This is an optimization exercise on Yosys and OpenROAD, whose aim is small area, not a production implementation.
Only simulation tests tie the RTL to the original design; equivalence was not proved.
Power and IR drop assume default switching activity.

$ cat flow/design.v
package radio_pkg;
   localparam int SAMPLE_W = 32;                   
   localparam int IQ_W     = SAMPLE_W / 2;         
   localparam int SET_W    = 41;                   
   localparam int FE_W     = 3;                    
   localparam int ATR_W    = 160;                  
   localparam logic [IQ_W-1:0] IQ_MIN = {1'b1, {(IQ_W-1){1'b0}}};
   localparam logic [IQ_W-1:0] IQ_MAX = {1'b0, {(IQ_W-1){1'b1}}};
   localparam logic [7:0] SR_DB_BASE        = 8'd160;
   localparam logic [7:0] SR_GPIO_IDLE      = SR_DB_BASE + 8'd0;
   localparam logic [7:0] SR_GPIO_RX        = SR_DB_BASE + 8'd1;
   localparam logic [7:0] SR_GPIO_TX        = SR_DB_BASE + 8'd2;
   localparam logic [7:0] SR_GPIO_FDX       = SR_DB_BASE + 8'd3;
   localparam logic [7:0] SR_GPIO_DDR       = SR_DB_BASE + 8'd4;
   localparam logic [7:0] SR_MISC_OUT       = SR_DB_BASE + 8'd5;
   localparam logic [7:0] SR_TX_FE_BASE     = 8'd208;
   localparam logic [7:0] SR_RX_FE_BASE     = 8'd224;
   localparam logic [7:0] SR_FE_CHAN_OFFSET = 8'd16;    
   localparam logic [7:0] RB_DB_BASE  = 8'd16;
   localparam logic [7:0] RB_GPIO_IN  = RB_DB_BASE + 8'd0;
   localparam logic [7:0] RB_MISC_IN  = RB_DB_BASE + 8'd1;
   localparam logic [7:0] RB_MISC_OUT = RB_DB_BASE + 8'd2;
endpackage
import radio_pkg::*;
module radio_frontend_top
(
   input  logic          radio_clk,
   input  logic          i_reset,
   input  logic [40:0]   i_set,        
   input  logic          i_rb_stb,
   input  logic [7:0]    i_rb_addr,
   input  logic          i_run_rx,
   input  logic          i_run_tx,
   input  logic          i_rx_stb,
   input  logic [31:0]   i_rx_data,    
   input  logic          i_tx_stb,
   input  logic [31:0]   i_tx_data,
   input  logic [31:0]   i_db_gpio_in,
   input  logic [31:0]   i_misc_in,
   output logic          o_rb_valid,
   output logic [31:0]   o_rb_data,
   output logic [1:0]    o_rx_stb,
   output logic [63:0]   o_rx_data,
   output logic [0:0]    o_tx_stb,
   output logic [31:0]   o_tx_data,
   output logic [31:0]   o_db_gpio_out,
   output logic [31:0]   o_db_gpio_ddr,
   output logic [2:0]    o_radio_led,
   output logic [31:0]   o_misc_out
);
   wire        set_stb  = i_set[40];
   wire [7:0]  set_addr = i_set[39:32];
   wire [31:0] set_data = i_set[31:0];
   wire hit_db = (set_addr[7:3] == 5'b10100) & ~(set_addr[2] & set_addr[1]);
   wire hit_fe = (set_addr[7:6] == 2'b11) & (set_addr[3:0] == 4'd0) & (set_addr[5:4] != 2'd0);
   logic [31:0] pend_data;
   logic [2:0]  pend_idx;     
   logic        pend_db, pend_fe;
   always_ff @(posedge radio_clk)
   begin
      pend_data <= set_data;
      pend_idx  <= {set_addr[2],
                    set_addr[1] | (set_addr[6] & set_addr[5]),
                    set_addr[0] | (set_addr[6] & set_addr[4])};
      if (i_reset)
      begin
         pend_db <= 1'b0;
         pend_fe <= 1'b0;
      end
      else
      begin
         pend_db <= set_stb & hit_db;
         pend_fe <= set_stb & hit_fe;
      end
   end
   wire [31:0] wdata = i_reset ? 32'd0 : pend_data;
   wire we_idle = pend_db & (pend_idx == 3'd0);
   wire we_rx   = pend_db & (pend_idx == 3'd1);
   wire we_tx   = pend_db & (pend_idx == 3'd2);
   wire we_fdx  = pend_db & (pend_idx == 3'd3);
   wire we_ddr  = pend_db & (pend_idx == 3'd4);
   wire we_misc = pend_db & (pend_idx == 3'd5);
   wire we_txfe = pend_fe & (pend_idx[1:0] == 2'd1);
   wire we_rx0  = pend_fe & (pend_idx[1:0] == 2'd2);
   wire we_rx1  = pend_fe & (pend_idx[1:0] == 2'd3);
   logic [31:0] atr_idle, atr_rx, atr_tx, atr_fdx, ddr, misc;
   logic [2:0]  fe_tx, fe_rx0, fe_rx1;
   always_ff @(posedge radio_clk)
   begin
      if (i_reset | we_idle) atr_idle <= wdata;
      if (i_reset | we_rx)   atr_rx   <= wdata;
      if (i_reset | we_tx)   atr_tx   <= wdata;
      if (i_reset | we_fdx)  atr_fdx  <= wdata;
      if (i_reset | we_ddr)  ddr      <= wdata;
      if (i_reset | we_misc) misc     <= wdata;
      if (i_reset | we_txfe) fe_tx    <= wdata[2:0];
      if (i_reset | we_rx0)  fe_rx0   <= wdata[2:0];
      if (i_reset | we_rx1)  fe_rx1   <= wdata[2:0];
   end
   logic run_rx_r, run_tx_r;
   always_ff @(posedge radio_clk)
   begin
      if (i_reset)
      begin
         run_rx_r <= 1'b0;
         run_tx_r <= 1'b0;
      end
      else
      begin
         run_rx_r <= i_run_rx;
         run_tx_r <= i_run_tx;
      end
   end
   always_comb
   begin
      case ({run_tx_r, run_rx_r})
         2'b00:   o_db_gpio_out = atr_idle;
         2'b01:   o_db_gpio_out = atr_rx;
         2'b10:   o_db_gpio_out = atr_tx;
         default: o_db_gpio_out = atr_fdx;
      endcase
   end
   assign o_db_gpio_ddr = ddr;
   assign o_misc_out    = misc;
   assign o_radio_led   = {run_rx_r & ~run_tx_r, run_tx_r, run_rx_r};
   logic [31:0] gpio_s, misc_s;
   wire [31:0] misc_now = we_misc ? pend_data : misc;
   always_ff @(posedge radio_clk)
   begin
      gpio_s <= i_db_gpio_in;
      misc_s <= i_misc_in;
      o_rb_valid <= i_rb_stb & ~i_reset;
      case (i_rb_addr)
         RB_GPIO_IN:  o_rb_data <= gpio_s;
         RB_MISC_IN:  o_rb_data <= misc_s;
         RB_MISC_OUT: o_rb_data <= misc_now;
         default:     o_rb_data <= '0;
      endcase
   end
   function automatic logic [15:0] cneg(input logic [15:0] x, input logic n);
      if (!n)
         cneg = x;
      else if (x == IQ_MIN)
         cneg = IQ_MAX;
      else
         cneg = -x;
   endfunction
   function automatic logic [31:0] correct(input logic [31:0] w, input logic [2:0] c);
      logic [15:0] si, sq;
      si = c[2] ? w[15:0] : w[31:16];
      sq = c[2] ? w[31:16] : w[15:0];
      correct = {cneg(si, c[1]), cneg(sq, c[0])};
   endfunction
   logic [31:0] rx_r, tx_r;
   logic        rx_stb_r, tx_stb_r;
   always_ff @(posedge radio_clk)
   begin
      rx_r <= i_rx_data;
      tx_r <= i_tx_data;
      rx_stb_r <= i_rx_stb & ~i_reset;
      tx_stb_r <= i_tx_stb & ~i_reset;
   end
   assign o_rx_stb  = {2{rx_stb_r}};
   assign o_tx_stb  = tx_stb_r;
   assign o_rx_data = {correct(rx_r, fe_rx1), correct(rx_r, fe_rx0)};
   assign o_tx_data = correct(tx_r, fe_tx);
endmodule
$ cat flow/flow/run.sh
#!/bin/bash
# Standard layout, with the port buffers made from the smallest plain buffer
# (buf_1) instead of the delay buffer buffer_ports picks by default.
set -euo pipefail
export BUFFER_PORTS_ARGS="-buffer_cell sky130_fd_sc_hd__buf_1"
bash standard.sh > standard_flow.log 2>&1
$ cat flow/standard.sh
#!/bin/bash
# synth_recipe.tcl (not shown) runs the flow's synth.tcl, then flattens the netlist and writes it again
# the make line also repeats each setting of config.mk as NAME=value (left out here)
make -C /OpenROAD-flow-scripts/flow DESIGN_CONFIG=/design/flow/config.mk WORK_HOME=/design/flow/orfs CLKGATE_MAP_FILE= SYNTH_SCRIPT=/design/flow/synth_recipe.tcl "${@:-finish}"
$ cat flow/config.mk
export PLATFORM = sky130hd
export DESIGN_NAME = radio_frontend_top
export DESIGN_NICKNAME = radio_frontend_top
export VERILOG_FILES = /design/flow/design.v
export SDC_FILE = /design/flow/constraint.sdc
export NUM_CORES = 4
export LEC_CHECK = 0
export CAP_MARGIN = 20
export CORE_MARGIN = 2
export CORE_UTILIZATION = 40
export SLEW_MARGIN = 20
$ cat flow/constraint.sdc
create_clock -name core_clock -period 5.0 [get_ports {radio_clk}]
set_input_delay 1.0000 -clock core_clock [delete_from_list [all_inputs] [get_ports {radio_clk}]]
set_output_delay 1.0000 -clock core_clock [all_outputs]
set_load 0.01 [all_outputs]
==> results of run 1 <==
## cell families (layout without fill, tap and decap cells)
logic type                 Yosys count  in the layout
DFF                                403            403
and+or+nand+nor                    389            389
AOI/OAI and AO/OA                  236            236
muxes                              175            175
buffers and inverters              110            520
xor gates and xnor gates            61             61
adders and majority gates            6              6
other                                0              1
## cell type report
type                       instances  share of cell area
antenna                            1            0.000123
clock inverter                    13             0.00649
multi-input combinational        867               0.319
clock buffer                      64              0.0607
tap                              539              0.0330
sequential                       403               0.494
inverter                           9             0.00165
timing repair buffer             434              0.0854
## routing by layer
layer,wire length (um),global-route usage,share of wire
met1,20700,0.284,0.43
met2,22100,0.342,0.46
met3,3780,0.0527,0.079
met4,1170,0.0660,0.025
met5,0,0,0
## critical path, cell delays in order (launching register included)
cell and delay [ns]:
edfxtp_1 0.47, buf_12 0.35, nor3b_1 0.31, o22ai_1 0.18
nor4_2 0.49, nand3_1 0.51, a21bo_2 0.38, buf_1 0.14
## cells in the final DEF (no fill, tap or decap), drive strengths merged, types with 5 or more instances in the layout
master    n
a211oi    5
a21o     10
a21oi    56
a22o     32
and3      6
buf     432
clkbuf   66
clkinv    7
dfxtp   202
edfxtp  201
ha        6
inv      11
mux2     26
mux2i   117
mux4     32
nand2   101
nand2b   21
nand3    12
nand4     5
nor2     76
nor2b    43
nor3     39
nor3b    21
nor4     21
nor4b    11
o211ai    7
o21a      5
o21ai    53
o21bai    5
o22ai     6
o31ai    12
o41ai    11
or2       5
or4       8
xnor2    52
xor2      9
## power breakdown
group | total, mW | internal (mW) | switching, mW
clock | 3.09 | 1.82 | 1.27
sequential | 3.82 | 3.66 | 0.155
combinational | 0.930 | 0.377 | 0.553
## worst paths after layout
| kind | startpoint | depth (start not counted) | endpoint |
|---|---|---|---|
| worst max-delay path | fe_rx1[2] | 7 | o_rx_data[49] |
| worst min-delay path | misc_s[15] | 1 | o_rb_data[15] |
| worst max register to register | pend_idx[1] | 4 | misc[9] |
| worst min register to register | misc_s[15] | 1 | o_rb_data[15] |
## sequential cells by signal, summed over array words and instances (netlist names), 3 cells and up
register   cells
atr_rx        32
atr_idle      32
o_rb_data     32
pend_idx       3
atr_fdx       32
gpio_s        32
fe_tx          3
ddr           32
misc          32
tx_r          32
fe_rx1         3
rx_r          32
misc_s        32
fe_rx0         3
atr_tx        32
pend_data     32
## per-stage QoR
| stage | power [mW] | hold slack [ns] |
|---|---|---|
| after floorplan | 4.43 | 0.420 |
| after global placement | 4.81 | 0.426 |
| after detailed placement | 4.82 | 0.433 |
| after CTS | 7.92 | 0.442 |
| after global routing | 8.15 | 0.454 |
| final | 7.84 | 0.445 |
==> run notes, run 1 <==
outcome complete, no violations; xor-xnor portion of the synthesized cell area 0.0314; fin crit share 0.886; leading area contributor after synthesis edfxtp_1; Post-CTS Repair Setup Buffers 0; register bit total from synthesis 403; post-synthesis cell type count 75; hpwl dp 33.8 mm; Yosys top cell area share 0.354; Pleak 7.61 nW; synthesized cell area 17000 um2; clock-pin slew on the worst setup and hold paths 0.06 ns; share of cells above drive strength 1 0.0939; syn nets 1570; most frequent cell after synthesis dfxtp_1; Fmax 226 MHz; final setup violation count 0; critical path type reg2out; RSZ-0062 raised after global routing no; CTS resizes 0; final net count 1948; I/O Buffers 414; largest net degree at the start of global routing 76; first-pass GRT wire length 72.6 mm; Slew @ Worst Pin 0.999 ns; drt wl/cell 20.5 um; initial DRC count 937; Post-CTS Hold Buffers 0; final worst path period need 4.43 ns; placer congestion estimate 0.928; top cells by area, synth edfxtp_1 (35%), dfxtp_1 (24%), mux2i_1 (6.9%), mux4_2 (4.2%), xnor2_1 (2.7%); YS warnings 1; Top FF cell, synth dfxtp_1; Synth async-reset ratio 0; post-route ant nets 0; simple-gate share of the synthesized area 0.122; CTS tree built; Chip Height 210 um; Fillers 3901; post-synthesis mux area share 0.128; Chip Width 210 um; Worst IR Drop VDD 304 uV; Post-Synth Adder-Cell Area 0.00441; Top Ports 415; Rel. slew slack 0.334; DRT Pass-1 Iters 7; CTS root buf clkbuf_16; total CTS buffers 43; H-Tree Depth 2; clk sinks 403; Worst Path Max Fanout 75; Worst Hold Class reg2reg; setup slack after layout 0.568 ns; DRT Wirelength 47.7 mm; nature of the critical path startpoint register; post-synthesis sequential area ratio 0.592; endpoints failing hold 0; number of flops mapped to enable cells by yosys 201; Tot GR Track Use 0.213; CORE AREA 41900 um2; Crit. End Element primary output; Synth top cells by count dfxtp_1 (202), edfxtp_1 (201), mux2i_1 (117); worst skew pair latency 0.56 ns; final core utilization 0.487; register-to-register setup slack 2.66 ns; post-DR vias/cell 5.30; # DRC 0; Clock Skews 0.00840 ns; register area 10100 um2; routed via count 12400; final design area excluding fillers 20400 um2; Die ar. 44200 um2; maximum clock path buffer count 3; # rows 75; synthesis-to-layout area growth 19.9%; final cell count without fillers 2330; setup TNS 0 ns; max-slew violation count 0; Max-cap violations 0; Pwr Density 384 nW/um2; Setup Slack @ Placement 1.15 ns; post-synthesis compound-gate area fraction 0.0944; dpl cell area 19000 um2; area taken by multi-input logic gates 6510 um2; initial core utilization 0.406; global route overflow 0; DP Cell Count 2252; vias in the first global route 12300; Mapped Avg Cell Area 12.3 um2; required time of the worst setup path 4.00 ns; combinational family with the most area after synthesis multiplexers; Syn Inst Count 1380; initial antenna violation count 0; Critical Path AT 3.43 ns
==> run 2, diff against run 1 <==
==> flow/run.sh (new file) <==
#!/bin/bash
# synth_recipe.tcl (not shown) runs the flow's synth.tcl, then flattens the netlist and writes it again
# the make line also repeats each setting of config.mk as NAME=value (left out here)
make -C /OpenROAD-flow-scripts/flow DESIGN_CONFIG=/design/flow/config.mk WORK_HOME=/design/flow/orfs CLKGATE_MAP_FILE= SYNTH_SCRIPT=/design/flow/synth_recipe.tcl finish
removed: flow/flow/run.sh
removed: flow/standard.sh
==> run 2 against run 1 <==
Combinational power is 37% higher. Clock power rose by 8.7%. Via count increased by 0.60%. Critical path depth rose by 2. Synthesized cell count stayed put. Final cell count increased by 0.73%. Non-clock buffer count increased by 13. First-iteration DRC count down 13%. Die area did not move. Critical endpoint is now o_rx_data[46]. Largest power group unchanged.
==> run notes, run 2 <==
post-synthesis sequential area ratio 0.592; Setup crit end o_rx_data[46]; Pwr Density 364 nW/um2; synthesis-to-layout area growth 36.4%; Synth top cells by count dfxtp_1 (202), edfxtp_1 (201), mux2i_1 (117); area taken by multi-input logic gates 6510 um2; outcome complete, no violations; Critical Path AT 3.70 ns; post-route ant nets 0; # rows 75; required time of the worst setup path 4.00 ns; Worst IR Drop VDD 265 uV; launching point of the worst reg2reg path pend_idx[1]; RSZ-0062 raised after global routing no; Critical path origin fe_rx1[2]; YS warnings 1; register bit total from synthesis 403; maximum clock path buffer count 3; Yosys top cell area share 0.354; syn nets 1570; Fillers 3592; hpwl dp 36.5 mm; initial antenna violation count 1; register-to-register setup slack 2.70 ns; final worst path period need 4.70 ns; total CTS buffers 44; nature of the critical path startpoint register; Pleak 8.84 nW; n_diodes 0; first-pass GRT wire length 76.1 mm; initial DRC count 811; Fmax 213 MHz; vias in the first global route 12200; Rel. slew slack 0.320; leading area contributor after synthesis edfxtp_1; Chip Width 210 um; Max-cap violations 0; max-slew violation count 0; fin crit share 0.939; routed via count 12400; worst skew pair latency 0.59 ns; Post-CTS Hold Buffers 0; post-synthesis cell type count 75; H-Tree Depth 2; largest net degree at the start of global routing 76; Top Ports 415; Crit. End Element primary output; critical path type reg2out; most frequent cell after synthesis dfxtp_1; Clock Skews 0.0288 ns; initial core utilization 0.406; setup TNS 0 ns; number of flops mapped to enable cells by yosys 201; Tot GR Track Use 0.227; Top FF cell, synth dfxtp_1; share of cells above drive strength 1 0.107; CORE AREA 41900 um2; CTS root buf clkbuf_16; # DRC 0; Mapped Avg Cell Area 12.3 um2; global route overflow 0; clock-pin slew on the worst setup and hold paths 0.06 ns; Worst Path Max Fanout 75; synthesized cell area 17000 um2; Synth async-reset ratio 0; placer congestion estimate 0.897; Slew @ Worst Pin 1.02 ns; Die ar. 44200 um2; DRT Wirelength 51.2 mm; Chip Height 210 um; RR Endpoint misc[10]; final setup violation count 0; Syn Inst Count 1380; commonest non-fill, non-tap cells in the layout clkdlybuf4s50_1 (412), edfxtp_1 (201), dfxtp_1 (200); Worst Hold Class reg2reg; DRT Pass-1 Iters 5; endpoints failing hold 0; CTS tree built; final net count 1962; top cells by area, synth edfxtp_1 (35%), dfxtp_1 (24%), mux2i_1 (6.9%), mux4_2 (4.2%), xnor2_1 (2.7%); Worst Reg-to-Reg Cells 4; I/O Buffers 414; post-DR vias/cell 5.29; final core utilization 0.554; clk sinks 403; drt wl/cell 21.8 um; register area 10100 um2; commonest non-fill, non-tap cell in the layout clkdlybuf4s50_1
## run 2: cell count changes in the layout (fill, tap and decap cells not counted), sizes merged
cell	before	now
clkdlybuf4s50	0	412
buf	432	35
clkbuf	66	60
clkinv	7	12
bufinv	2	4
clkinvlp	2	4
diode	1	0
## run 2: logic make-up after synthesis
family	share of synthesized area
AOI/OAI and AO/OA	0.0944
xor gates and xnor gates	0.0314
adders and majority gates	0.00441
buffers and inverters	0.0278
DFF	0.592
muxes	0.128
and+or+nand+nor	0.122
## run 2: worst min path at each step
stage	startpoint	end	slack, ns	depth (start not counted)
3_3_place_gp	misc_s[17]	o_rb_data[17]	0.43	1
2_1_floorplan	misc_s[17]	o_rb_data[17]	0.42	1
3_5_place_dp	misc_s[5]	o_rb_data[5]	0.43	1
6_report	misc_s[16]	o_rb_data[16]	0.45	1
5_1_grt	misc_s[15]	o_rb_data[15]	0.45	1
4_1_cts	misc_s[15]	o_rb_data[15]	0.44	1
## run 2: what timing repair did
action,CTS,global route
gates resized for setup,0,1
buffers inserted,0,10
endpoints found under the hold margin,0,0
setup endpoints to repair,0,21
## run 2: per-stage QoR
| step | instance area (um2) | setup slack [ns] | hold slack, ns | std cells | total power, mW |
|---|---|---|---|---|---|
| after floorplan | 17000 | 1.15 | 0.420 | 1380 | 4.43 |
| after global placement | 21600 | 0.790 | 0.427 | 2255 | 5.15 |
| after detailed placement | 21600 | 0.750 | 0.434 | 2255 | 5.15 |
| after CTS | 23100 | 0.128 | 0.444 | 2337 | 8.53 |
| after global routing | 23200 | 0.0171 | 0.453 | 2347 | 8.77 |
| final | 23200 | 0.304 | 0.446 | 2347 | 8.45 |
## run 2: cell type report
| type | count | share of cell area |
|---|---|---|
| clock buffers | 60 | 0.0544 |
| clock inverters | 22 | 0.0117 |
| inverters | 9 | 0.00145 |
| multi-input cells | 867 | 0.280 |
| flip-flops and latches | 403 | 0.434 |
| well taps | 539 | 0.0290 |
| repair buffers | 447 | 0.189 |
## run 2: worst max-delay path, cell delays in order, from the launching register on
cell             delay, ns
edfxtp_1              0.47
buf_12                0.35
mux2i_1               0.38
ha_1                  0.35
nor3b_1               0.23
nand4_1               0.17
a21oi_1               0.34
nor2_1                0.08
mux2i_1               0.18
clkdlybuf4s50_1       0.57
## run 2: where the power goes
part | total (mW) | internal, mW | switching, mW
combinational | 1.27 | 0.699 | 0.573
clock | 3.36 | 2.00 | 1.36
sequential | 3.82 | 3.66 | 0.156
total | 8.45 | 6.36 | 2.09
## run 2: per-layer routing
layer / part of all wire / GRT usage
met3: 0.081 / 0.0651
met2: 0.46 / 0.362
met4: 0.021 / 0.0587
met1: 0.44 / 0.304
met5: 0.00018 / 0
==> run 3, diff against run 2 <==
==> flow/flow/run.sh (new file) <==
#!/bin/bash
# Standard layout with two changes:
#  - port buffers made from the smallest plain buffer (buf_1) instead of the
#    delay buffer buffer_ports picks by default;
#  - clock tree built from clkbuf_8 with larger sink clusters and no dummy
#    loads, instead of clkbuf_16 everywhere.
set -euo pipefail
export BUFFER_PORTS_ARGS="-buffer_cell sky130_fd_sc_hd__buf_1"
export CTS_ARGS="-sink_clustering_enable -repair_clock_nets -dont_use_dummy_load -buf_list sky130_fd_sc_hd__clkbuf_8 -sink_clustering_size 20 -sink_clustering_max_diameter 60"
bash standard.sh > standard_flow.log 2>&1
==> flow/standard.sh (new file) <==
#!/bin/bash
# synth_recipe.tcl (not shown) runs the flow's synth.tcl, then flattens the netlist and writes it again
# the make line also repeats each setting of config.mk as NAME=value (left out here)
make -C /OpenROAD-flow-scripts/flow DESIGN_CONFIG=/design/flow/config.mk WORK_HOME=/design/flow/orfs CLKGATE_MAP_FILE= SYNTH_SCRIPT=/design/flow/synth_recipe.tcl "${@:-finish}"
removed: flow/run.sh
==> run 3 against run 2 <==
Highest routed layer is now met4. Die area stayed put. Critical endpoint is now o_rx_data[49]. Total power fell by 25%. Final cell count fell by 2.6%. Flip-flop and latch count unchanged. Still clean on timing, DRC and antenna.
==> run notes, run 3 <==
H-Tree Depth 2; fin crit share 0.883; Fillers 3999; Worst path top cell family by delay simple AND/OR/NAND/NOR gates; hpwl dp 33.8 mm; Yosys top cell area share 0.354; xor-xnor portion of the synthesized cell area 0.0314; Synth top cells by count dfxtp_1 (202), edfxtp_1 (201), mux2i_1 (117); post-synthesis sequential area ratio 0.592; Worst Path Max Fanout 75; # DRC 0; DRT met1 WL 20.4 mm; setup TNS 0 ns; Tot GR Track Use 0.211; register-to-register setup slack 2.69 ns; Mapped Avg Cell Area 12.3 um2; dpl cell area 19000 um2; final cell count without fillers 2287; vias in the first global route 12200; YS warnings 1; Die ar. 44200 um2; Max stage delay on crit path 0.51 ns; final core utilization 0.465; worst skew pair latency 0.62 ns; Worst IR Drop VDD 284 uV; Fmax 226 MHz; maximum clock path buffer count 3; post-synthesis compound-gate area fraction 0.0944; Chip Height 210 um; top cells by area, synth edfxtp_1 (35%), dfxtp_1 (24%), mux2i_1 (6.9%), mux4_2 (4.2%), xnor2_1 (2.7%); CTS resizes 0; Syn Inst Count 1380; met3 WL post-DR 3.86 mm; max-slew violation count 0; drt wl/cell 20.7 um; initial antenna violation count 0; Setup Slack @ Placement 1.15 ns; share of cells above drive strength 1 0.0819; Post-CTS Hold Buffers 0; commonest non-fill, non-tap cell in the layout buf_1; combinational family with the most area after synthesis multiplexers; commonest non-fill, non-tap cells in the layout buf_1 (412), edfxtp_1 (201), dfxtp_1 (200); Worst Hold Class reg2reg; Max-cap violations 0; uppermost layer routed met4; metal2 WL 22.2 mm; Clock Skews 0.0953 ns; overall power 6.35 mW; initial core utilization 0.406; outcome complete, no violations; setup slack after layout 0.584 ns; CORE AREA 41900 um2; Slowest cell on crit path nand3_1; CTS tree built; routed via count 12300; final design area excluding fillers 19500 um2; simple-gate share of the synthesized area 0.122; Rel. slew slack 0.328; critical path type reg2out; most frequent cell after synthesis dfxtp_1; DRT Wirelength 47.4 mm; Pwr Density 325 nW/um2; number of flops mapped to enable cells by yosys 201; I/O Buffers 414; Top Ports 415; synthesized cell area 17000 um2; register bit total from synthesis 403; final worst path period need 4.42 ns; post-synthesis cell type count 75; post-route ant nets 0; DP Cell Count 2252; largest net degree at the start of global routing 76; final net count 1939; syn nets 1570; worst hold slack 0.447 ns; clock-pin slew on the worst setup and hold paths 0.11 ns; Buf/Inv on CP 2; DRT Pass-1 Iters 7; Pleak 7.19 nW; final setup violation count 0; Chip Width 210 um; global route overflow 0; Top FF cell, synth dfxtp_1; RSZ-0062 raised after global routing no; required time of the worst setup path 4.00 ns; Crit. End Element primary output; post-synthesis mux area share 0.128; first-pass GRT wire length 71.8 mm; Critical Path AT 3.42 ns; CTS root buf clkbuf_8; leading area contributor after synthesis edfxtp_1; Post-CTS Repair Setup Buffers 0; nature of the critical path startpoint register; total CTS buffers 34; clk sinks 403; initial DRC count 909; endpoints failing hold 0; post-DR vias/cell 5.38; # rows 75; Post-Synth Adder-Cell Area 0.00441; placer congestion estimate 0.928; Synth async-reset ratio 0; Slew @ Worst Pin 1.01 ns; synthesis-to-layout area growth 14.6%; crit-path cells buf_12 -> nor3b_1 -> o22ai_1 -> nor4_2 -> nand3_1 -> a21bo_2 -> buf_1
-- run 3: cell counts after synthesis --
Identical to the previous run, type by type.
-- run 3: layout make-up --
type                    count  area [um2]  share of cell area
inverters                   9        33.8             0.00173
flip-flops and latches    403       10100               0.517
multi-input cells         867        6510               0.334
well taps                 539         674              0.0346
clock buffers              34         468              0.0240
diodes                      1        2.50            0.000128
repair buffers            434        1740              0.0894
-- run 3: path summary, 6_finish.rpt --
path,startpoint,endpoint,cells after the start
min,misc_s[15],o_rb_data[15],1
min reg2reg,misc_s[15],o_rb_data[15],1
max,fe_rx1[2],o_rx_data[49],7
max reg2reg,pend_idx[1],misc[9],4
-- run 3: routing by layer --
metal	vias up	global-route usage
met5	-	0
met2	457	0.342
met3	59	0.0530
met4	0	0.0584
met1	5947	0.281
li1	5831	-
-- run 3: kinds of logic after synthesis --
logic type | count (synthesis)
adders and majority gates | 6
DFF | 403
and+or+nand+nor | 389
muxes | 175
AOI/OAI and AO/OA | 236
buffers and inverters | 110
xor gates and xnor gates | 61
-- run 3: where the power goes --
part	switching [mW]	leakage, nW	internal (mW)	total (mW)
Clock	0.998	0.244	0.611	1.61
Combinational	0.554	3.23	0.377	0.930
Sequential	0.155	3.72	3.66	3.81
==> run 4, diff against run 3 <==
==> flow/flow/run.sh (replaced) <==
#!/bin/bash
# Layout flow: the standard flow, with three changes.
#  1. After the standard synthesis, its combinational gates are re-mapped for
#     area (Yosys + ABC deepsyn/amap, a few seeds, smallest kept). Register
#     cells are left exactly as the standard synthesis made them. Each
#     candidate must pass a Yosys equivalence proof against the standard
#     netlist, else the standard netlist is kept.
#  2. Port buffers use buf_1 instead of the delay buffer buffer_ports picks.
#  3. The clock tree uses clkbuf_8 with larger sink clusters, no dummy loads.
# Each tool writes its full output to its own log file in this folder.
set -euo pipefail
LIB=$FLOW_HOME/platforms/sky130hd/lib/sky130_fd_sc_hd__tt_025C_1v80.lib
RES=orfs/results/sky130hd/radio_frontend_top/base
export BUFFER_PORTS_ARGS="-buffer_cell sky130_fd_sc_hd__buf_1"
export CTS_ARGS="-sink_clustering_enable -repair_clock_nets -dont_use_dummy_load -buf_list sky130_fd_sc_hd__clkbuf_8 -sink_clustering_size 16 -sink_clustering_max_diameter 60"

bash standard.sh synth > log_standard_synth.log 2>&1

mkdir -p models resyn
python3 flow/mkmodels.py $LIB models/comb.v models/seq.v > log_mkmodels.log 2>&1
cp $RES/1_2_yosys.v resyn/in.v
DU=$(sed 's/^/-dont_use /' flow/dont_use.txt | tr '\n' ' ')

best=""; best_area=""
pids=()
for seed in 1 2 3 4; do
  mkdir -p resyn/s$seed
  sed "s/SEED/$seed/" flow/area.abc > resyn/s$seed/area.abc
  echo "abc -script resyn/s$seed/area.abc -liberty $LIB $DU" > resyn/s$seed/abc.ys
  sed -e "s#resyn/abc.ys#resyn/s$seed/abc.ys#" \
      -e "s#resyn/stat.txt#resyn/s$seed/stat.txt#" -e "s#resyn/out.v#resyn/s$seed/out.v#" \
      -e "s#LIBFILE#$LIB#" flow/resyn.ys > resyn/s$seed/resyn.ys
  ( yosys -s resyn/s$seed/resyn.ys > log_resyn_s$seed.log 2>&1 || true ) &
  pids+=($!)
done
wait "${pids[@]}" || true

python3 flow/tagq.py resyn/in.v resyn/in_tagged.v > log_tagq_in.log 2>&1
for seed in 1 2 3 4; do
  f=resyn/s$seed/out.v
  [[ -s $f ]] || continue
  python3 flow/tagq.py $f resyn/s$seed/tagged.v > log_tagq_s$seed.log 2>&1
  sed -e "s#GOLD#resyn/in_tagged.v#" -e "s#GATE#resyn/s$seed/tagged.v#" flow/eq.ys > resyn/s$seed/eq.ys
  if yosys -s resyn/s$seed/eq.ys > log_eq_s$seed.log 2>&1; then
    a=$(grep "Chip area" resyn/s$seed/stat.txt | awk '{print $NF}')
    echo "seed $seed: area $a, equivalent" >> log_resyn_summary.log
    if [[ -z "$best" ]] || awk "BEGIN{exit !($a < $best_area)}"; then best=$f; best_area=$a; fi
  else
    echo "seed $seed: NOT equivalent, dropped" >> log_resyn_summary.log
  fi
done

if [[ -n "$best" ]]; then
  echo "using $best ($best_area)" >> log_resyn_summary.log
  cp resyn/in.v $RES/1_2_yosys.standard.v
  cp $best $RES/1_2_yosys.v
  rm -f $RES/1_synth.odb $RES/1_synth.sdc
else
  echo "keeping the standard netlist" >> log_resyn_summary.log
fi

bash standard.sh > log_standard_flow.log 2>&1
==> flow/flow/area.abc (new file) <==
strash
&get -n
&deepsyn -T 60 -S SEED
&put
dch -f
amap
topo
==> flow/flow/dont_use.txt (new file) <==
sky130_fd_sc_hd__lpflow_bleeder_1
sky130_fd_sc_hd__lpflow_clkbufkapwr_1
sky130_fd_sc_hd__lpflow_clkbufkapwr_16
sky130_fd_sc_hd__lpflow_clkbufkapwr_2
sky130_fd_sc_hd__lpflow_clkbufkapwr_4
sky130_fd_sc_hd__lpflow_clkbufkapwr_8
sky130_fd_sc_hd__lpflow_clkinvkapwr_1
sky130_fd_sc_hd__lpflow_clkinvkapwr_16
sky130_fd_sc_hd__lpflow_clkinvkapwr_2
sky130_fd_sc_hd__lpflow_clkinvkapwr_4
sky130_fd_sc_hd__lpflow_clkinvkapwr_8
sky130_fd_sc_hd__lpflow_decapkapwr_12
sky130_fd_sc_hd__lpflow_decapkapwr_3
sky130_fd_sc_hd__lpflow_decapkapwr_4
sky130_fd_sc_hd__lpflow_decapkapwr_6
sky130_fd_sc_hd__lpflow_decapkapwr_8
sky130_fd_sc_hd__lpflow_inputiso0n_1
sky130_fd_sc_hd__lpflow_inputiso0p_1
sky130_fd_sc_hd__lpflow_inputiso1n_1
sky130_fd_sc_hd__lpflow_inputiso1p_1
sky130_fd_sc_hd__lpflow_inputisolatch_1
sky130_fd_sc_hd__lpflow_isobufsrc_1
sky130_fd_sc_hd__lpflow_isobufsrc_16
sky130_fd_sc_hd__lpflow_isobufsrc_2
sky130_fd_sc_hd__lpflow_isobufsrc_4
sky130_fd_sc_hd__lpflow_isobufsrc_8
sky130_fd_sc_hd__lpflow_isobufsrckapwr_16
sky130_fd_sc_hd__lpflow_lsbuf_lh_hl_isowell_tap_1
sky130_fd_sc_hd__lpflow_lsbuf_lh_hl_isowell_tap_2
sky130_fd_sc_hd__lpflow_lsbuf_lh_hl_isowell_tap_4
sky130_fd_sc_hd__lpflow_lsbuf_lh_isowell_4
sky130_fd_sc_hd__lpflow_lsbuf_lh_isowell_tap_1
sky130_fd_sc_hd__lpflow_lsbuf_lh_isowell_tap_2
sky130_fd_sc_hd__lpflow_lsbuf_lh_isowell_tap_4
sky130_fd_sc_hd__probe_p_8
sky130_fd_sc_hd__probec_p_8
==> flow/flow/eq.ys (new file) <==
# Prove the re-mapped netlist equals the standard one, register for register
# (registers matched by cell name through the __q wires tagq.py adds).
read_verilog flow/flops.v
read_verilog models/comb.v
read_verilog GOLD
rename radio_frontend_top gold
read_verilog GATE
rename radio_frontend_top gate
hierarchy -check
rename -hide gold/w:* gold/i:* %d gold/o:* %d gold/w:*__q %d
rename -hide gate/w:* gate/i:* %d gate/o:* %d gate/w:*__q %d
proc
flatten
rename -hide w:*.*
opt_clean
equiv_make gold gate equiv
hierarchy -top equiv
equiv_simple
equiv_induct
equiv_status -assert
==> flow/flow/flops.v (new file) <==
module sky130_fd_sc_hd__dfxtp_1(input CLK, input D, output reg Q); always @(posedge CLK) Q <= D; endmodule
module sky130_fd_sc_hd__edfxtp_1(input CLK, input D, input DE, output reg Q); always @(posedge CLK) if (DE) Q <= D; endmodule
module sky130_fd_sc_hd__conb_1(output HI, output LO); assign HI = 1'b1; assign LO = 1'b0; endmodule
==> flow/flow/mkmodels.py (new file) <==
# Write Verilog models of the platform's combinational cells (one output with a
# function) so Yosys can flatten a mapped netlist's gates back into logic.
import re, sys
lib = open(sys.argv[1]).read()
out = open(sys.argv[2], 'w')
seq = open(sys.argv[3], 'w')
for m in re.finditer(r'\n\s*cell \("(\w+)"\)\s*\{', lib):
    name = m.group(1)
    # body: up to next top-level cell
    start = m.end()
    nxt = re.search(r'\n\s*cell \("', lib[start:])
    body = lib[start: start + nxt.start()] if nxt else lib[start:]
    pins = re.findall(r'\n\s*pin \("(\w+)"\)\s*\{(.*?)\n\s{8}\}', body, re.S)
    ins, outs = [], []
    for p, pb in pins:
        d = re.search(r'direction\s*:\s*"?(\w+)"?', pb)
        if not d: continue
        if d.group(1) == 'input': ins.append(p)
        elif d.group(1) == 'output':
            f = re.search(r'function\s*:\s*"([^"]*)"', pb)
            outs.append((p, f.group(1) if f else None))
    is_seq = re.search(r'\n\s*(ff|latch|statetable)\s*\(', body)
    if is_seq or not outs or any(f is None or 'VPWR' in f for _, f in outs) or not ins:
        ins = list(dict.fromkeys(ins)); outs = list(dict((o,f) for o,f in outs).items())
        ports = ins + [o for o, _ in outs]
        seq.write('(* blackbox *)\nmodule %s(%s);\n' % (name, ', '.join(ports)))
        for i in ins: seq.write('  input %s;\n' % i)
        for o, _ in outs: seq.write('  output %s;\n' % o)
        seq.write('endmodule\n')
        continue
    out.write('module %s(%s);\n' % (name, ', '.join(ins + [o for o, _ in outs])))
    for i in ins: out.write('  input %s;\n' % i)
    for o, f in outs:
        e = f.replace('!', '~')
        e = re.sub(r'\)\s*\(', ') & (', e)
        out.write('  output %s;\n  assign %s = %s;\n' % (o, o, e))
    out.write('endmodule\n')
==> flow/flow/resyn.ys (new file) <==
# Re-map the combinational gates of the standard synthesis for area.
# Register cells are blackboxes here, so they keep their names and cell types.
read_verilog -lib models/seq.v
read_verilog models/comb.v
read_verilog resyn/in.v
hierarchy -top radio_frontend_top
flatten
rename -hide w:*.*
opt_clean -purge
opt -full
techmap
opt -fast
script resyn/abc.ys
opt_clean -purge
setundef -zero
splitnets
opt_clean -purge
hilomap -singleton -hicell sky130_fd_sc_hd__conb_1 HI -locell sky130_fd_sc_hd__conb_1 LO
insbuf -buf sky130_fd_sc_hd__buf_4 A X
opt_clean -purge
tee -o resyn/stat.txt stat -liberty LIBFILE
write_verilog -noattr -nohex -nodec resyn/out.v
==> flow/flow/tagq.py (new file) <==
# Copy a mapped netlist, adding for each register cell a wire named after the
# cell ("<cell>__q") tied to its Q net, so two netlists can be matched register
# by register whatever their nets are called.
import re, sys
src = open(sys.argv[1]).read()
inst = re.compile(r'\n(\s*)(sky130_fd_sc_hd__\w*df\w*)\s+(\\\S+|\w+)\s*\((.*?)\);', re.S)
adds = []
for m in inst.finditer(src):
    name = m.group(3).lstrip('\\')
    q = re.search(r'\.Q\((.*?)\)\s*(,|$)', m.group(4), re.S)
    if not q:
        continue
    adds.append('  wire \\%s__q ;\n  assign \\%s__q  = %s ;\n' % (name, name, q.group(1).strip()))
i = src.rindex('endmodule')
open(sys.argv[2], 'w').write(src[:i] + ''.join(adds) + src[i:])
print(len(adds), 'registers tagged')
==> run 4 against run 3 <==
Area after synthesis shrank 15%. Via count shrank 2.7%. Largest power group unchanged. Clock power is essentially flat. Non-clock buffer count grew 70. Die area shrank 14%.
==> run notes, run 4 <==
outcome complete, no violations; launching point of the worst reg2reg path pend_idx[1]; hold path startpoint misc_s[9]; initial core utilization 0.408; Slew @ Worst Pin 1.15 ns; Clock Skews 0.0593 ns; Rel. slew slack 0.226; clk sinks 403; share of cells above drive strength 1 0.142; Top Ports 415; Worst IR Drop VDD 286 uV; worst hold slack 0.448 ns; placer congestion estimate 0.906; Buf/Inv on CP 4; critical path type reg2out; Max stage delay on crit path 0.38 ns; Fmax 203 MHz; endpoints failing hold 0; final setup violation count 0; Pwr Density 335 nW/um2; first-pass GRT wire length 67.9 mm; commonest non-fill, non-tap cells in the layout buf_1 (382), edfxtp_1 (201), dfxtp_1 (197); post-route ant nets 0; Worst Path Max Fanout 7; # DRC 0; Chip Height 195 um; CORE AREA 35700 um2; hpwl dp 31.6 mm; initial DRC count 879; Chip Width 195 um; CTS tree built; final core utilization 0.516; commonest non-fill, non-tap cell in the layout buf_1; Crit. End Element primary output; final net count 1954; max-slew violation count 0; required time of the worst setup path 4.00 ns; Die ar. 37900 um2; Max-cap violations 0; DRT Pass-1 Iters 5; Worst Hold Class reg2reg; worst skew pair latency 0.59 ns; Slowest cell on crit path or3_4; Syn Inst Count 1233; clock-pin slew on the worst setup and hold paths 0.10 ns; H-Tree Depth 2; final design area excluding fillers 18400 um2; syn nets 1417; # rows 69; setup slack after layout 0.0619 ns; synthesis-to-layout area growth 26.5%; post-DR vias/cell 5.36; synthesized cell area 14500 um2; initial antenna violation count 3; Setup Slack @ Placement 0.0167 ns; CTS root buf clkbuf_8; RSZ-0062 raised after global routing yes; final worst path period need 4.94 ns; Pleak 6.62 nW; fin crit share 0.988; YS warnings 1; Critical path origin rx_r[17]; total CTS buffers 35; I/O Buffers 414; drt wl/cell 20.8 um; Critical Path AT 3.94 ns; Tot GR Track Use 0.236; global route overflow 0; Mapped Avg Cell Area 11.8 um2; vias in the first global route 11600; routed via count 12000; dpl cell area 17100 um2; Worst path top cell family by delay simple AND/OR/NAND/NOR gates; maximum clock path buffer count 3; Most Frequent Cell on Critical Path or3_4; crit-path cells nor3_4 -> inv_2 -> nor2_4 -> inv_4 -> nor2_4 -> nand2_2 -> nor2_4 -> nand2_2 -> or3_4 -> or3_4 -> or3_4 -> or3_4 -> o21ai_4 -> buf_8 -> o22ai_4 -> nor2_2 -> a21oi_2 -> buf_2; largest net degree at the start of global routing 39; DRT Wirelength 46.5 mm; nature of the critical path startpoint register
==> run 4: stage by stage <==
step           cells  total power, mW  TNS (ns)
2_1_floorplan   1233             4.18    -0.174
6_report        2232             6.17         0
3_3_place_gp    2156             4.53         0
5_1_grt         2232             6.44     -1.24
4_1_cts         2213             6.19     -2.42
3_5_place_dp    2156             4.53         0
==> run 4: final cells by class <==
type | instances | area, um2
sequential | 403 | 10100
inverter | 86 | 338
timing repair buffer | 504 | 2310
fill | 3259 | 17300
tap | 461 | 577
antenna | 3 | 7.51
clock buffer | 35 | 482
multi-input combinational | 740 | 4590
==> run 4: power breakdown <==
group	total (mW)	internal (mW)	switching (mW)
Sequential	3.73	3.64	0.0893
Clock	1.64	0.628	1.02
Combinational	0.792	0.277	0.515
Total	6.17	4.55	1.62
==> run 4: repair_timing <==
item | CTS | global route
setup buffers | 22 | 16
endpoints found under the setup margin | 58 | 83
gates resized for setup | 79 | 97
hold buffers | 0 | 0
pin swaps | 26 | 27
==> run 4: routing by layer <==
layer / part of all wire / vias to the layer above / GRT usage
met3: 0.10 / 108 / 0.0873
met2: 0.45 / 531 / 0.368
met4: 0.034 / 0 / 0.0986
met5: 0 / - / 0
li1: - / 5698 / -
met1: 0.41 / 5630 / 0.297
==> run 4: worst paths after layout <==
check | end | slack [ns] | cells past startpoint
setup / recovery | o_rx_data[62] | 0.06 | 18
hold reg to reg | o_rb_data[9] | 0.45 | 1
hold / removal | o_rb_data[9] | 0.45 | 1
setup reg to reg | o_rb_data[25] | 2.77 | 6
==> run 5, diff against run 4 <==
--- a/flow/design.v
+++ b/flow/design.v
@@ -124,6 +124,6 @@
    assign o_misc_out    = misc;
    assign o_radio_led   = {run_rx_r & ~run_tx_r, run_tx_r, run_rx_r};
-   logic [31:0] gpio_s, misc_s;
-   wire [31:0] misc_now = we_misc ? pend_data : misc;
+   logic [31:0] gpio_s, misc_s, rb_in;
+   logic        rb_misc;
    always_ff @(posedge radio_clk)
    begin
@@ -131,24 +131,25 @@
       misc_s <= i_misc_in;
       o_rb_valid <= i_rb_stb & ~i_reset;
-      case (i_rb_addr)
-         RB_GPIO_IN:  o_rb_data <= gpio_s;
-         RB_MISC_IN:  o_rb_data <= misc_s;
-         RB_MISC_OUT: o_rb_data <= misc_now;
-         default:     o_rb_data <= '0;
-      endcase
+      rb_misc <= i_rb_addr == RB_MISC_OUT;
+      rb_in <= ({32{i_rb_addr == RB_GPIO_IN}} & gpio_s) |
+               ({32{i_rb_addr == RB_MISC_IN}} & misc_s);
    end
-   function automatic logic [15:0] cneg(input logic [15:0] x, input logic n);
-      if (!n)
-         cneg = x;
-      else if (x == IQ_MIN)
-         cneg = IQ_MAX;
-      else
-         cneg = -x;
+   assign o_rb_data = rb_in | ({32{rb_misc}} & misc);
+   function automatic logic [15:0] flips(input logic [15:0] x);
+      logic [15:0] p;
+      p[0] = 1'b0;
+      for (int i = 1; i < 16; i++)
+         p[i] = p[i-1] | x[i-1];
+      flips = p | {16{x[15] & ~p[15]}};
    endfunction
-   function automatic logic [31:0] correct(input logic [31:0] w, input logic [2:0] c);
-      logic [15:0] si, sq;
-      si = c[2] ? w[15:0] : w[31:16];
-      sq = c[2] ? w[31:16] : w[15:0];
-      correct = {cneg(si, c[1]), cneg(sq, c[0])};
+   function automatic logic [31:0] correct(input logic [31:0] w, input logic [15:0] fi,
+                                           input logic [15:0] fq, input logic [2:0] c);
+      logic ni, nq;
+      logic [15:0] a, b;
+      ni = c[2] ? c[0] : c[1];
+      nq = c[2] ? c[1] : c[0];
+      a = w[31:16] ^ (fi & {16{ni}});
+      b = w[15:0]  ^ (fq & {16{nq}});
+      correct = c[2] ? {b, a} : {a, b};
    endfunction
    logic [31:0] rx_r, tx_r;
@@ -161,7 +162,9 @@
       tx_stb_r <= i_tx_stb & ~i_reset;
    end
+   wire [15:0] rx_fi = flips(rx_r[31:16]);
+   wire [15:0] rx_fq = flips(rx_r[15:0]);
    assign o_rx_stb  = {2{rx_stb_r}};
    assign o_tx_stb  = tx_stb_r;
-   assign o_rx_data = {correct(rx_r, fe_rx1), correct(rx_r, fe_rx0)};
-   assign o_tx_data = correct(tx_r, fe_tx);
+   assign o_rx_data = {correct(rx_r, rx_fi, rx_fq, fe_rx1), correct(rx_r, rx_fi, rx_fq, fe_rx0)};
+   assign o_tx_data = correct(tx_r, flips(tx_r[31:16]), flips(tx_r[15:0]), fe_tx);
 endmodule
==> run 5 against run 4 <==
Still clean on timing, DRC and antenna. Count of clock-buffer cells in the layout is 1 higher. Area after synthesis rose by 2.4%. Final area is 0.15% higher. Combinational power grew 22%. Clock power barely moved. Core utilization is 1.3 points lower. Flip-flop and latch count grew 1. Via count increased by 4.5%. Largest cell class unchanged. Largest power group unchanged.
==> run notes, run 5 <==
DRT Pass-1 Iters 5; Slowest cell on crit path dfxtp_2; maximum clock path buffer count 3; Worst Hold Class reg2reg; required time of the worst setup path 4.00 ns; Fmax 208 MHz; initial core utilization 0.407; placer congestion estimate 0.966; endpoints failing hold 0; Die ar. 38800 um2; total CTS buffers 36; Crit. End Element primary output; initial antenna violation count 4; # rows 70; Tot GR Track Use 0.246; max-slew violation count 0; commonest non-fill, non-tap cell in the layout buf_1; commonest non-fill, non-tap cells in the layout buf_1 (407), edfxtp_1 (201), dfxtp_1 (198); DP Cell Count 2264; final net count 2038; # DRC 0; Buf/Inv on CP 5; vias in the first global route 12000; Critical Path AT 3.80 ns; Pwr Density 350 nW/um2; final setup violation count 0; Slew @ Worst Pin 1.01 ns; Worst Path Max Fanout 6; crit-path cells clkinv_2 -> nand2_1 -> nor2_2 -> nand2_2 -> nor2_4 -> nand2_2 -> nor3_4 -> nand2_2 -> nor2_4 -> inv_2 -> nor3_2 -> nand2_1 -> nor2_2 -> nand2_1 -> clkinv_1 -> nand2_2 -> buf_4 -> a31oi_1 -> o32a_1 -> o21ai_0 -> o21ai_0 -> buf_1; Most Frequent Cell on Critical Path nand2_2; Worst path top cell family by delay simple AND/OR/NAND/NOR gates; final cell count without fillers 2323; post-DR vias/cell 5.38; Top Ports 415; Chip Height 197 um; largest net degree at the start of global routing 39; Setup Slack @ Placement 0.124 ns; Max stage delay on crit path 0.35 ns; Pleak 6.70 nW; initial DRC count 908; critical path type reg2out; post-route ant nets 0; H-Tree Depth 2; CORE AREA 36600 um2; hpwl dp 34.6 mm; final worst path period need 4.80 ns; clock-pin slew on the worst setup and hold paths 0.10 ns; outcome complete, no violations; fin crit share 0.961; Worst IR Drop VDD 241 uV; CTS tree built; clk sinks 404; first-pass GRT wire length 71.5 mm; drt wl/cell 21.1 um; nature of the critical path startpoint register; synthesized cell area 14900 um2; Fillers 3505; worst skew pair latency 0.57 ns; Rel. slew slack 0.327; Syn Inst Count 1323; global route overflow 0; synthesis-to-layout area growth 23.7%; syn nets 1507; DRT Wirelength 48.9 mm; Chip Width 197 um; share of cells above drive strength 1 0.106; CTS root buf clkbuf_8; Mapped Avg Cell Area 11.3 um2; final core utilization 0.503; I/O Buffers 414; RSZ-0062 raised after global routing yes; Clock Skews 0.0546 ns; YS warnings 1; setup slack after layout 0.197 ns; Max-cap violations 0; routed via count 12500
[run 5: area by class of cell]
cell class,instances,area [um2],area share
Tap cell,468,586,0.0318
Inverter,163,619,0.0336
Antenna cell,3,7.51,0.000408
Clock buffer,36,495,0.0269
Multi-Input combinational cell,752,4400,0.239
Sequential cell,404,10100,0.549
Timing Repair Buffer,497,2210,0.120
[run 5: metal layers]
metal  vias up  track usage  part of all wire
met1      5889        0.301              0.40
met2       625        0.414              0.47
li1       5868            -                 -
met3       125       0.0652             0.092
met4         2       0.0986             0.036
met5         -            0           0.00027
[run 5: per-stage QoR]
stage                     total power, mW  instance area, um2  TNS [ns]  hold WS (ns)
after global routing                 6.70               18400    -0.445         0.453
after detailed placement             4.81               17500         0         0.431
after floorplan                      4.34               14900         0         0.424
after CTS                            6.48               18100   -0.0900         0.437
final                                6.44               18400         0         0.435
after global placement               4.81               17500         0         0.427
[run 5: final timing paths]
path / start / end / slack, ns / depth (start not counted)
worst min-delay path: gpio_s[1] / rb_in[1] / 0.44 / 2
worst max-delay path: rx_r[0] / o_rx_data[26] / 0.20 / 22
worst max register to register: pend_idx[0] / misc[6] / 3.05 / 4
worst min register to register: gpio_s[1] / rb_in[1] / 0.44 / 2
[run 5: worst register-to-register path, cell delays in order (launching register included)]
cell	delay, ns
dfxtp_1	0.38
clkinv_1	0.11
nor2_1	0.21
nand3_1	0.12
nand2_2	0.74
[run 5: timing repair]
item                                    4_1_cts  5_1_grt
pin swaps                                     9       25
gates resized for setup                      30       65
hold buffers                                  0        0
endpoints found under the setup margin       59       72
gates cloned                                  0        0
buffers inserted                              5       15
[run 5: power by group]
group	switching (mW)	internal [mW]
Sequential	0.113	3.69
Clock	1.03	0.646
Combinational	0.637	0.327
Total	1.78	4.67
==> run 6, diff against run 5 <==
--- a/flow/design.v
+++ b/flow/design.v
@@ -81,9 +81,15 @@
    wire we_ddr  = pend_db & (pend_idx == 3'd4);
    wire we_misc = pend_db & (pend_idx == 3'd5);
-   wire we_txfe = pend_fe & (pend_idx[1:0] == 2'd1);
    wire we_rx0  = pend_fe & (pend_idx[1:0] == 2'd2);
    wire we_rx1  = pend_fe & (pend_idx[1:0] == 2'd3);
    logic [31:0] atr_idle, atr_rx, atr_tx, atr_fdx, ddr, misc;
    logic [2:0]  fe_tx, fe_rx0, fe_rx1;
+   always_ff @(posedge radio_clk)
+   begin
+      if (i_reset)
+         fe_tx <= 3'd0;
+      else if (set_stb & (set_addr == SR_TX_FE_BASE))
+         fe_tx <= set_data[2:0];
+   end
    always_ff @(posedge radio_clk)
    begin
@@ -94,5 +100,4 @@
       if (i_reset | we_ddr)  ddr      <= wdata;
       if (i_reset | we_misc) misc     <= wdata;
-      if (i_reset | we_txfe) fe_tx    <= wdata[2:0];
       if (i_reset | we_rx0)  fe_rx0   <= wdata[2:0];
       if (i_reset | we_rx1)  fe_rx1   <= wdata[2:0];
@@ -158,5 +163,5 @@
    begin
       rx_r <= i_rx_data;
-      tx_r <= i_tx_data;
+      tx_r <= correct(i_tx_data, flips(i_tx_data[31:16]), flips(i_tx_data[15:0]), fe_tx);
       rx_stb_r <= i_rx_stb & ~i_reset;
       tx_stb_r <= i_tx_stb & ~i_reset;
@@ -167,4 +172,4 @@
    assign o_tx_stb  = tx_stb_r;
    assign o_rx_data = {correct(rx_r, rx_fi, rx_fq, fe_rx1), correct(rx_r, rx_fi, rx_fq, fe_rx0)};
-   assign o_tx_data = correct(tx_r, flips(tx_r[31:16]), flips(tx_r[15:0]), fe_tx);
+   assign o_tx_data = tx_r;
 endmodule
==> flow/flow/run.sh (replaced) <==
#!/bin/bash
set -euo pipefail
LIB=$FLOW_HOME/platforms/sky130hd/lib/sky130_fd_sc_hd__tt_025C_1v80.lib
RES=orfs/results/sky130hd/radio_frontend_top/base
CONE_DELAY=${CONE_DELAY:-1600}
SEEDS=${SEEDS:-1 2 3 4}
export BUFFER_PORTS_ARGS="-buffer_cell sky130_fd_sc_hd__buf_1"
export CTS_ARGS="-sink_clustering_enable -repair_clock_nets -dont_use_dummy_load -buf_list sky130_fd_sc_hd__clkbuf_8 -sink_clustering_size 16 -sink_clustering_max_diameter 60"

bash standard.sh synth > log_standard_synth.log 2>&1

mkdir -p models alt
python3 flow/mkmodels.py $LIB models/comb.v models/seq.v > log_mkmodels.log 2>&1
cp $RES/1_2_yosys.v alt/standard.v
python3 flow/tagq.py alt/standard.v alt/standard_tagged.v > log_tagq_standard.log 2>&1

# alt_synth.tcl: synth_recipe.tcl with the ABC hook sourced first
{ echo "source $PWD/flow/abc_hook.tcl"; cat synth_recipe.tcl; } > alt/alt_synth.tcl

pids=()
for seed in $SEEDS; do
  sed "s/SEED/$seed/" flow/area.abc > alt/area_s$seed.abc
  sed -e "s/SEED/$seed/" -e "s/DELAY/$CONE_DELAY/" flow/cone.abc > alt/cone_s$seed.abc
  sed -e "s#WORK_HOME=\([^ ]*\)/orfs #WORK_HOME=\1/orfs_alt$seed #" \
      -e "s#SYNTH_SCRIPT=[^ ]*#SYNTH_SCRIPT=$PWD/alt/alt_synth.tcl#" standard.sh > alt/synth_s$seed.sh
  ( ALT_ABC_SCRIPT=$PWD/alt/area_s$seed.abc ALT_CONE_SCRIPT=$PWD/alt/cone_s$seed.abc \
      bash alt/synth_s$seed.sh synth > log_alt_synth_s$seed.log 2>&1 || true ) &
  pids+=($!)
done
wait "${pids[@]}" || true

best=""; best_area=""
for seed in $SEEDS; do
  f=orfs_alt$seed/results/sky130hd/radio_frontend_top/base/1_2_yosys.v
  st=orfs_alt$seed/reports/sky130hd/radio_frontend_top/base/synth_stat.txt
  [[ -s $f && -s $st ]] || { echo "seed $seed: no netlist" >> log_alt_summary.log; continue; }
  if ! python3 flow/regs.py alt/standard.v $f > log_regs_s$seed.log 2>&1; then
    echo "seed $seed: registers differ, dropped" >> log_alt_summary.log; continue
  fi
  python3 flow/tagq.py $f alt/tagged_s$seed.v > log_tagq_s$seed.log 2>&1
  sed -e "s#GOLD#alt/standard_tagged.v#" -e "s#GATE#alt/tagged_s$seed.v#" flow/eq.ys > alt/eq_s$seed.ys
  if yosys -s alt/eq_s$seed.ys > log_eq_s$seed.log 2>&1; then
    a=$(grep "Chip area" $st | head -1 | awk '{print $NF}')
    echo "seed $seed: area $a, same registers, equivalent" >> log_alt_summary.log
    if [[ -z "$best" ]] || awk "BEGIN{exit !($a < $best_area)}"; then best=$f; best_area=$a; fi
  else
    echo "seed $seed: NOT equivalent, dropped" >> log_alt_summary.log
  fi
done

if [[ -n "$best" ]]; then
  echo "using $best ($best_area)" >> log_alt_summary.log
  cp alt/standard.v $RES/1_2_yosys.standard.v
  cp $best $RES/1_2_yosys.v
  rm -f $RES/1_synth.odb $RES/1_synth.sdc
else
  echo "keeping the standard netlist" >> log_alt_summary.log
fi

bash standard.sh > log_standard_flow.log 2>&1
==> flow/flow/abc_hook.tcl (new file) <==
# Sourced by alt_synth.tcl (synth_recipe.tcl with this file sourced first):
# the standard synthesis, with the script of its one ABC mapping step
# replaced. Registers are mapped before ABC runs, so they come out the same.
# With ALT_CONE_SCRIPT set, the input cone of o_rx_data (combinational after
# its registers) is mapped first with that script.
proc abc {args} {
  set i [lsearch -exact $args -script]
  if { $i < 0 } {
    yosys abc {*}$args
    return
  }
  if { [info exists ::env(ALT_CONE_SCRIPT)] && $::env(ALT_CONE_SCRIPT) ne "" } {
    set cone_args $args
    lset cone_args [expr { $i + 1 }] $::env(ALT_CONE_SCRIPT)
    yosys select -set rx_cone o:o_rx_data %cie*
    yosys abc {*}$cone_args @rx_cone
    yosys select -clear
  }
  lset args [expr { $i + 1 }] $::env(ALT_ABC_SCRIPT)
  yosys abc {*}$args
}
==> flow/flow/cone.abc (new file) <==
strash
&get -n
&deepsyn -T 20 -S SEED
&put
dch -f
map -D DELAY
topo
==> flow/flow/regs.py (new file) <==
# Exit 0 if two mapped netlists have the same register cells: names and types
# (drive strength aside).
import re, sys
def regs(f):
    src = open(f).read()
    r = {}
    for m in re.finditer(r'\n\s*sky130_fd_sc_hd__(\w*df\w*?)_\d+\s+(\\\S+|\w+)\s*\(', src):
        r[m.group(2)] = m.group(1)
    return r
a, b = regs(sys.argv[1]), regs(sys.argv[2])
print(len(a), 'and', len(b), 'registers')
sys.exit(0 if a == b and a else 1)
removed: flow/flow/resyn.ys
==> run 6 against run 5 <==
Worst hold slack better by 0.0087 ns. Final area is 7.4% lower. Die area is 4.6% lower. Routed wire length is 23% lower. Clock skew is 0.0018 ns lower. First-iteration DRC count is 52% lower. Critical path type is now in2reg. Largest cell class unchanged. Largest power group unchanged.
==> run notes, run 6 <==
outcome complete, no violations; Worst Reg-to-Reg Cells 26; max-slew violation count 0; initial antenna violation count 0; fin crit share 0.890; clk sinks 404; Post-CTS Hold Buffers 0; synthesis-to-layout area growth 20.1%; Critical path origin i_tx_data[18]; CORE AREA 34700 um2; critical path type in2reg; Clock Skews 0.0528 ns; required time of the worst setup path 5.43 ns; Crit. End Element register; final net count 1861; commonest non-fill, non-tap cell in the layout buf_1; Worst Path Max Fanout 3; Die ar. 37000 um2; Rel. slew slack 0.411; Fillers 3235; Pwr Density 360 nW/um2; metal2 WL 17.6 mm; YS warnings 1; post-DR vias/cell 5.02; final setup violation count 0; WP depth 25; Chip Width 192 um; CTS tree built; # DRC 0; n_diodes 0; met3 WL post-DR 2.47 mm; final core utilization 0.491; clock-pin slew on the worst setup and hold paths 0.09 ns; setup TNS 0 ns; CTS root buf clkbuf_8; final worst path period need 4.45 ns; Setup crit end tx_r[30]; vias in the first global route 10200; syn nets 1389; Critical Path AT 4.88 ns; Max-cap violations 0; H-Tree Depth 2; worst skew pair latency 0.55 ns; drt wl/cell 17.6 um; Tot GR Track Use 0.196; hpwl dp 25.7 mm; Fmax 225 MHz; Mapped Avg Cell Area 11.8 um2; nature of the critical path startpoint input port; DRT Wirelength 37.6 mm; Pleak 6.30 nW; # rows 68; global route overflow 0; RR Endpoint tx_r[30]; share of cells above drive strength 1 0.0448; Worst path top cell family by delay simple AND/OR/NAND/NOR gates; maximum clock path buffer count 3; launching point of the worst reg2reg path fe_tx[2]; uppermost layer routed met4; Buf/Inv on CP 1; first-pass GRT wire length 55.3 mm; Syn Inst Count 1205; placer congestion estimate 0.881; largest net degree at the start of global routing 39; initial DRC count 434; Slew @ Worst Pin 0.883 ns; Max stage delay on crit path 0.56 ns; Worst Hold Class reg2reg; routed via count 10700; Most Frequent Cell on Critical Path nor2_1; endpoints failing hold 0; Worst IR Drop VDD 226 uV; I/O Buffers 414; Slowest cell on crit path nor4_1; RSZ-0062 raised after global routing no; commonest non-fill, non-tap cells in the layout buf_1 (413), dfxtp_1 (204), edfxtp_1 (198); register-to-register setup slack 0.74 ns; total CTS buffers 35; post-route ant nets 0; synthesized cell area 14200 um2; Chip Height 192 um; Top Ports 415; initial core utilization 0.409; DRT met1 WL 16.3 mm; DRT Pass-1 Iters 5
[run 6: final cells by class]
cell class / instances / area (um2) / area share
multi-input combinational: 678 / 3720 / 0.218
timing repair buffer: 439 / 1760 / 0.103
sequential: 404 / 10100 / 0.591
clock buffer: 35 / 482 / 0.0283
tap: 455 / 569 / 0.0334
inverter: 119 / 448 / 0.0263
[run 6: how the worst min path moves through the flow]
stage,startpoint,endpoint,slack [ns],cells after the start
2_1_floorplan,gpio_s[0],rb_in[0],0.42,2
3_3_place_gp,gpio_s[15],rb_in[15],0.42,2
3_5_place_dp,gpio_s[29],rb_in[29],0.43,2
4_1_cts,gpio_s[29],rb_in[29],0.44,2
5_1_grt,gpio_s[25],rb_in[25],0.46,2
6_report,gpio_s[18],rb_in[18],0.44,2
[run 6: worst register-to-register path: stages, from the launching register on]
cell,delay (ns)
dfxtp_2,0.47
clkinv_2,0.11
o22ai_1,0.21
buf_4,0.18
clkinv_1,0.28
nor2_1,0.23
nor3_1,0.08
nor2_1,0.12
nor2_1,0.07
nor2_1,0.12
nor2_1,0.07
nor2_1,0.13
nor2_1,0.07
nor2_1,0.14
o21ai_0,0.15
a21oi_1,0.24
nor2_1,0.08
nor2_1,0.13
nor2_1,0.07
nor2_1,0.13
o21ai_0,0.14
a21oi_1,0.21
nor2_1,0.08
nor2_1,0.16
o21ai_0,0.14
a21oi_1,0.23
o22ai_1,0.10
[run 6: per-stage QoR]
step	setup WS [ns]	hold slack (ns)	cell area (um2)	instances	total power, mW
global route	0.118	0.457	17100	2130	6.43
finish	0.548	0.444	17100	2130	6.13
CTS	0.285	0.445	17000	2128	6.21
global placement	0.276	0.425	16500	2093	4.59
detailed placement	0.130	0.431	16500	2093	4.60
floorplan	0.266	0.424	14200	1205	4.24
[run 6: repair_timing]
action	4_1_cts	5_1_grt
resized for setup	0	2
buffers inserted	0	0
setup endpoints to repair	0	12
[run 6: per-layer routing]
metal	GRT usage	vias up
met5	0	-
met4	0.0708	0
met3	0.0411	73
met2	0.323	356
met1	0.256	5020
li1	-	5237
[run 6: where the power goes]
group	leakage (nW)	switching [mW]	internal [mW]
Sequential	3.63	0.0786	3.69
Clock	0.252	0.983	0.629
Combinational	2.41	0.509	0.245

-- what the ideal ports hide --
In the flow no input, the clock included, has a driving cell. The finished layouts below were timed again as built, in two steps.
Step 1 sets driving cells, clkbuf_16 on the clock port and buf_2 on the other inputs (assumed; they add their load-dependent delay and slew).
Step 2 times the ports against the registers' clock, not the clock port: input delays grow and output delays shrink by t, the midpoint of the rising clock arrivals with the driver on.
Slacks: ideal / step 1 / step 2; pairs: ideal / step 1.
| run | shift t [ns] | slack for setup (ns) | hold WS [ns] |
|---|---|---|---|
| run 1 | 0.607 | 0.568 / 0.514 / 1.121 | 0.445 / 0.445 / 0.445 |
| run 2 | 0.631 | 0.304 / 0.248 / 0.879 | 0.446 / 0.446 / 0.446 |
| run 3 | 0.623 | 0.584 / 0.534 / 1.157 | 0.447 / 0.434 / 0.447 |
| run 4 | 0.631 | 0.062 / 0.011 / 0.642 | 0.448 / 0.425 / 0.448 |
| run 5 | 0.605 | 0.197 / 0.150 / 0.755 | 0.435 / 0.435 / 0.435 |
| run 6 | 0.583 | 0.548 / 0.527 / -0.007 | 0.444 / 0.444 / 0.444 |
Met with ideal ports but missed after step 2: setup timing in run 6. The setup slack of run 6, which loses most, moves by -0.021 ns with the drivers and by -0.555 ns with both steps.
